This design comes from an exercise in tuning for small area on the open sky130 flow, not from production work. The RTL was checked by simulation tests, not by an equivalence proof against the original design. No activity file was given, so power comes from the tool's default toggle rates. The clock port is modelled as an ideal driver; clocking choices that lean on that would not hold on a real chip.

==> flow/design.v <==
module window_gen_top (
  input  logic         clk,
  input  logic         rst_n,
  input  logic         aclr,
  input  logic         ien,
  input  logic         isof,
  input  logic [9:0]   per_img_Y,
  output logic         oen,
  output logic [249:0] win_data,
  output logic [5:0]   win_row,
  output logic [5:0]   win_col,
  output logic         win_inside
);
  window_gen_kxk #(
    .DW(10), .K(5), .IMG_W(64), .IMG_H(48), .ZERO_PAD(1)
  ) u_core (
    .clk        (clk),
    .rst_n      (rst_n),
    .aclr       (aclr),
    .ien        (ien),
    .isof       (isof),
    .per_img_Y  (per_img_Y),
    .oen        (oen),
    .win_data   (win_data),
    .win_row    (win_row),
    .win_col    (win_col),
    .win_inside (win_inside)
  );
endmodule

package window_gen_kxk_pkg;
  localparam int ZP_RAW  = 0;   
  localparam int ZP_ZERO = 1;   
  function automatic integer tap_idx(input integer i, input integer j, input integer k);
    tap_idx = i * k + j;
  endfunction
  function automatic integer coord_w(input integer n);
    coord_w = (n > 2) ? $clog2(n) : 1;
  endfunction
endpackage
module line_delay #(
  parameter int DW    = 10,
  parameter int DEPTH = 64
)(
  input  logic          clk,
  input  logic          i_en,
  input  logic          i_en_n,
  input  logic [DW-1:0] i_din,
  output logic [DW-1:0] o_dout
);
  logic [DEPTH-1:0][DW-1:0] r_mem;
  always_ff @(posedge clk) begin
    r_mem[0] <= ~((r_mem[0] | {DW{i_en}}) & (i_din | {DW{i_en_n}}));
    for (int k = 1; k < DEPTH; k++)
      r_mem[k] <= ~((r_mem[k] | {DW{i_en}}) & (r_mem[k-1] | {DW{i_en_n}}));
  end
  assign o_dout = r_mem[DEPTH-1];
endmodule
module line_taps #(
  parameter int DW = 10,
  parameter int K  = 3
)(
  input  logic                  clk,
  input  logic                  i_en,
  input  logic                  i_en_n,
  input  logic [DW-1:0]         i_din,
  output logic [K-1:0][DW-1:0]  o_tap
);
  logic [K-1:0][DW-1:0] r_tap;
  always_ff @(posedge clk) begin
    r_tap[K-1] <= (r_tap[K-1] | {DW{i_en}}) & (i_din | {DW{i_en_n}});
    for (int j = 0; j < K - 1; j++)
      r_tap[j] <= (r_tap[j] | {DW{i_en}}) & (r_tap[j+1] | {DW{i_en_n}});
  end
  assign o_tap = r_tap;
endmodule
module window_gen_kxk #(
  parameter int DW       = 10,
  parameter int K        = 3,
  parameter int IMG_W    = 640,
  parameter int IMG_H    = 480,
  parameter int ZERO_PAD = window_gen_kxk_pkg::ZP_ZERO
)(
  input  logic                      clk,
  input  logic                      rst_n,
  input  logic                      aclr,
  input  logic                      ien,
  input  logic                      isof,
  input  logic [DW-1:0]             per_img_Y,
  output logic                      oen,
  output logic [K*K*DW-1:0]         win_data,
  output logic [window_gen_kxk_pkg::coord_w(IMG_H)-1:0] win_row,
  output logic [window_gen_kxk_pkg::coord_w(IMG_W)-1:0] win_col,
  output logic                      win_inside
);
  localparam int RW = window_gen_kxk_pkg::coord_w(IMG_H);
  localparam int CW = window_gen_kxk_pkg::coord_w(IMG_W);
  localparam logic [RW-1:0] LAST_ROW = RW'(IMG_H - 1);
  localparam logic [CW-1:0] LAST_COL = CW'(IMG_W - 1);
  logic [RW-1:0] r_orow, w_row;
  logic [CW-1:0] r_ocol, w_col;
  logic          r_oen;
  logic          r_vld;    
  logic          r_ph;     
  logic [K-1:0][K-1:0][DW-1:0] r_tap;    
  logic [K-2:0][DW-1:0]        w_dly;    
  always_comb begin
    w_row = r_orow;
    w_col = r_ocol + 1'b1;
    if (r_ocol == LAST_COL) begin
      w_col = '0;
      w_row = (r_orow == LAST_ROW) ? '0 : r_orow + 1'b1;
    end
    if (isof || !r_vld) begin
      w_row = '0;
      w_col = '0;
    end
  end
  genvar d;
  for (d = 1; d < K; d++) begin : g_dly
    line_delay #(.DW(DW), .DEPTH(IMG_W - K)) u_dly (
      .clk    (clk),
      .i_en   (ien),
      .i_en_n (~ien),
      .i_din  (r_tap[d][0] ^ {DW{r_ph}}),
      .o_dout (w_dly[d-1])
    );
  end
  always_ff @(posedge clk or negedge rst_n) begin
    if (!rst_n) r_ph <= 1'b0;
    else        r_ph <= ~r_ph;
  end
  logic [K-1:0][DW-1:0] w_tapin;    
  assign w_tapin[K-1] = ~per_img_Y;
  genvar t;
  for (t = 0; t < K; t++) begin : g_tap
    if (t < K - 1) begin : g_in
      assign w_tapin[t] = w_dly[t] ^ {DW{r_ph}};
    end
    line_taps #(.DW(DW), .K(K)) u_taps (
      .clk    (clk),
      .i_en   (ien),
      .i_en_n (~ien),
      .i_din  (w_tapin[t]),
      .o_tap  (r_tap[t])
    );
  end
  always_ff @(posedge clk or negedge rst_n) begin
    if (!rst_n) begin
      r_orow <= '0;
      r_ocol <= '0;
      r_oen  <= 1'b0;
      r_vld  <= 1'b0;
    end else if (aclr) begin
      r_orow <= '0;
      r_ocol <= '0;
      r_oen  <= 1'b0;
      r_vld  <= 1'b0;
    end else begin
      r_oen <= ien;
      if (ien) begin
        r_orow <= w_row;
        r_ocol <= w_col;
        r_vld  <= 1'b1;
      end
    end
  end
  genvar i, j;
  for (i = 0; i < K; i++) begin : g_row
    for (j = 0; j < K; j++) begin : g_col
      logic w_show;
      assign w_show = r_vld && (ZERO_PAD == window_gen_kxk_pkg::ZP_RAW ||
                      (int'(r_orow) >= K - 1 - i && int'(r_ocol) >= K - 1 - j));
      assign win_data[window_gen_kxk_pkg::tap_idx(i, j, K)*DW +: DW] =
        w_show ? ~r_tap[i][j] : '0;
    end
  end
  assign oen        = r_oen;
  assign win_row    = r_orow;
  assign win_col    = r_ocol;
  assign win_inside = (int'(r_orow) >= K - 1) && (int'(r_ocol) >= K - 1);
endmodule
==> flow/flow/run.sh <==
#!/bin/bash
set -euo pipefail
bash standard.sh \
  "CTS_ARGS=-sink_clustering_enable -repair_clock_nets -dont_use_dummy_load -sink_clustering_size 30 -sink_clustering_max_diameter 100" \
  "BUFFER_PORTS_ARGS=-buffer_cell sky130_fd_sc_hd__buf_1" \
  finish > standard_flow.log 2>&1
==> flow/standard.sh <==
#!/bin/bash
# synth_recipe.tcl (not shown) runs the flow's synth.tcl, then flattens the netlist and writes it again
# the make line also repeats each setting of config.mk as NAME=value (left out here)
make -C /OpenROAD-flow-scripts/flow DESIGN_CONFIG=/design/flow/config.mk WORK_HOME=/design/flow/orfs CLKGATE_MAP_FILE= SYNTH_SCRIPT=/design/flow/synth_recipe.tcl "${@:-finish}"
==> flow/config.mk <==
export PLATFORM = sky130hd
export DESIGN_NAME = window_gen_top
export DESIGN_NICKNAME = window_gen_top
export VERILOG_FILES = /design/flow/design.v
export SDC_FILE = /design/flow/constraint.sdc
export NUM_CORES = 4
export LEC_CHECK = 0
export CAP_MARGIN = 20
export CORE_MARGIN = 2
export CORE_UTILIZATION = 80
export SLEW_MARGIN = 20
export SYNTH_HIERARCHICAL = 1
==> flow/constraint.sdc <==
create_clock -name core_clock -period 5.0 [get_ports {clk}]
set_input_delay 1.0000 -clock core_clock [delete_from_list [all_inputs] [get_ports {clk}]]
set_output_delay 1.0000 -clock core_clock [all_outputs]
set_load 0.01 [all_outputs]
==> flow_summary.toml <==
[synth]
synth-warning-count = 9
async_flop_share_pct = 0.5714
netlist_area_sq_mm = 0.07580
synth.distinct_cells = 39
ys_ff_latch = 2625
synth_fp_nets = 6348
yosys.area.top_type = "dfxtp_1"
syn_avg_cell_area_sq_um = 11.98
synth_edf_count = 0
yosys-top-cells-area = "dfxtp_1 69%, o22ai_1 19%, buf_2 3.2%"
synth.top_cell.area_share_pct = 68.93
synth_cells = 6325
ys_seq_area_share_pct = 69.43
synth_flop_cell = "dfxtp_1"

[clocking]
root_buffer = "clkbuf_16"
cts.sinks = 2625
postCtsResizedCells = 0
post_cts_buffers = 0
cts_tree = "built"
clock_latency_ns = 0.70
cts_buffers = 97
htreeDepth = 3
path_clk_slew_ns = 0.11
clockBufferDepth = 3
hold_buffers = 0

[finish]
area_growth_pct = 2.895
stdcell_area_sq_mm = 0.07800
final_common_cell = "dfxtp_1"
drive_above_1_share_pct = 3.199
num_antenna_cells = 0
stdcell_count = 7381
layout_common_cells = "2610 x dfxtp_1, 2361 x o22ai_1, 277 x buf_1"
fin_util_pct = 83.32
final_nets = 6152

[drt]
vias = 48000
firstDrtPassIters = 7
met3_length_mm = 5.375
wl_per_cell_microns = 18.73
drt-met1-wl_mm = 63.75
wirelength_mm = 138.2
dr_wl_met2_mm = 66.11
highest_layer = "met4"
drtAntennaViolNets = 0
dr.first_iter.drc_count = 3784
viasPerCell = 6.504
drcViolationCount = 0

[power]
peakVddDrop_mv = 0.4059
total_power_mw = 38.65
power_density_mw_per_mm2 = 495.5
power_leakage_nw = 28.64

[global_routing]
grt_pass1_vias = 44940
grt_first_pass_wirelength_mm = 224.8
grt_overflow = 0
antenna_found_initial = 2
grt_usage_pct = 27.18
grt_max_degree = 249

[setup_path]
cp-start-kind = "register"
end_kind = "output port"
slowest_delay_ns = 0.95
r2r_slack_ns = 2.45
crit_required_ns = 4.00
cp_num_buf_inv = 1
cp_top_family = "simple AND/OR/NAND/NOR gates"
worstSetupStartpoint = "u_core.r_orow[5]$_DFFE_PN0P_"
worstReg2RegStart = "u_core.r_vld$_DFFE_PN0P_"
r2r-end = "u_core.r_orow[2]$_DFFE_PN0P_"
critPathSlowestCell = "or4_1"
cp_max_fo = 12
crit_arrival_ns = 3.32
critical_path.endpoint = "win_data[170]"
r2r_cells = 4
critPathKind = "reg2out"
path_cells = "or4_1 > or3b_1 > nand3_4 > nor2_1 > buf_1"
crit_cells = 5

[timing]
report.final.setup_viol = 0
worst_pin_slew_ns = 1.020
finalWorstSetupSlack_ns = 0.6828
period_minus_slack_ns = 4.317
fin_setup_tns_ns = 0
rsz0062_at_grt = "false"
fin_hold_ws_ns = 0.4062
worst_clock_skew_ns = 0.05583
period_share_pct = 86.34
fmax_mhz = 231.6
relSlewSlack_pct = 31.98
finalHoldViolCount = 0
slew_violations = 0

[placed_design]
port_buffers = 278
place_area_sq_mm = 0.07557
dp.cells = 7284
dp.final_hpwl_mm = 81.81
pre_cts_slack_ns = 1.471
routabilityCongestion = 0.9036

[die]
die_area_sq_mm = 0.09723
num_rows = 112
die_x_microns = 311.8
pin_count = 279
initial_core_util_pct = 80.98
fp.coreArea_sq_mm = 0.09361
die_h_microns = 311.8

[run_status]
status = "complete, no violations"

[min_path]
hold-path-cell-count = 1
hold_path_class = "reg2reg"

[run]
cap_violations = 0
## per-layer routing
metal / vias to the layer above / GRT usage [%]
li1: 23650 / -
met1: 23270 / 38.55
met2: 907 / 44.86
met3: 186 / 3.374
met4: 0 / 6.589
met5: - / 0
## kinds of logic after synthesis
| logic type | share of synthesized area, % |
|---|---|
| xor gates and xnor gates | 0.9475 |
| AOI/OAI and AO/OA | 22.64 |
| and+or+nand+nor | 1.723 |
| adders and majority gates | 0.1321 |
| DFF | 69.43 |
| buffers and inverters | 5.137 |
## area by class of cell
cell class | instances | area [sq um]
flip-flops and latches | 2625 | 52630
multi-input cells | 3032 | 19280
fillers | 5143 | 15610
inverters | 18 | 75.07
well taps | 1254 | 1569
repair buffers | 355 | 2013
clock buffers | 97 | 2427
## registers in the layout, summed over array words and instances, names as in the netlist
name,flops
u_core.g_dly.u_dly.r_mem,2360
u_core.g_tap.u_taps.r_tap,250
u_core.r_ocol,6
u_core.r_oen,1
u_core.r_orow,6
u_core.r_ph,1
u_core.r_vld,1
## worst register-to-register path, cell delays in order (launching register included)
cell     delay, ns
dfrtp_1       0.85
nor3b_1       0.88
o22ai_1       0.38
nand2_1       0.21
o21ai_0       0.12
## synthesized netlist by cell type (all sizes together) (2+ instances only)
master     n
dfrtp     15
o41ai      2
or3b       2
xor2      81
o22a     251
clkbuf    25
nand3     10
a21oi      3
nor2b     10
nand2     15
o21a       2
or4        4
dfxtp   2610
nand2b     5
inv       18
or2        2
nor2     248
buf      625
o21ai     16
and2       2
o22ai   2361
ha         8
## worst min path at each step
stage | start | to | slack, ns
after floorplan | u_core.g_dly[1].u_dly.r_mem[567]$_DFF_P_ | u_core.g_dly[1].u_dly.r_mem[577]$_DFF_P_ | 0.41
after global placement | u_core.g_dly[2].u_dly.r_mem[567]$_DFF_P_ | u_core.g_dly[2].u_dly.r_mem[577]$_DFF_P_ | 0.42
after detailed placement | u_core.g_dly[4].u_dly.r_mem[199]$_DFF_P_ | u_core.g_dly[4].u_dly.r_mem[209]$_DFF_P_ | 0.43
after CTS | rst_n | u_core.r_vld$_DFFE_PN0P_ | 0.41
after global routing | u_core.g_dly[1].u_dly.r_mem[462]$_DFF_P_ | u_core.g_dly[1].u_dly.r_mem[472]$_DFF_P_ | 0.43
final | u_core.g_dly[1].u_dly.r_mem[462]$_DFF_P_ | u_core.g_dly[1].u_dly.r_mem[472]$_DFF_P_ | 0.41
## where the power goes
| part | switching (mW) | internal, mW |
|---|---|---|
| clock network | 5.74 | 3.51 |
| registers | 2.08 | 24.2 |
| logic | 1.42 | 1.66 |
| total | 9.24 | 29.4 |

static timing again, ports no longer ideal:
The flow's constraints put no driver on any port. The routed layout listed below was extracted and timed again, unchanged, in two steps.
Step 1, drivers: a clkbuf_16 drives clk and a buf_2 each remaining input, both assumed.
Step 2 times the ports against the registers' clock, not the clock port: input delays grow and output delays shrink by t, the midpoint of the rising clock arrivals with the driver on.
Three values: ideal ports, drivers, drivers and shift; two values: the first two.
shift t [ns]: 0.751
setup slack, ns: 0.683 / 0.607 / 1.358
latest minus earliest clock arrival (ns): 0.074 / 0.074
slew at the worst register clock pin (ns): 0.11 / 0.11
worst data-port slew with drivers (ns): 0.04
After both steps this run still meets setup and hold. The setup slack of this run moves by -0.076 ns with the drivers and by +0.675 ns with both steps.
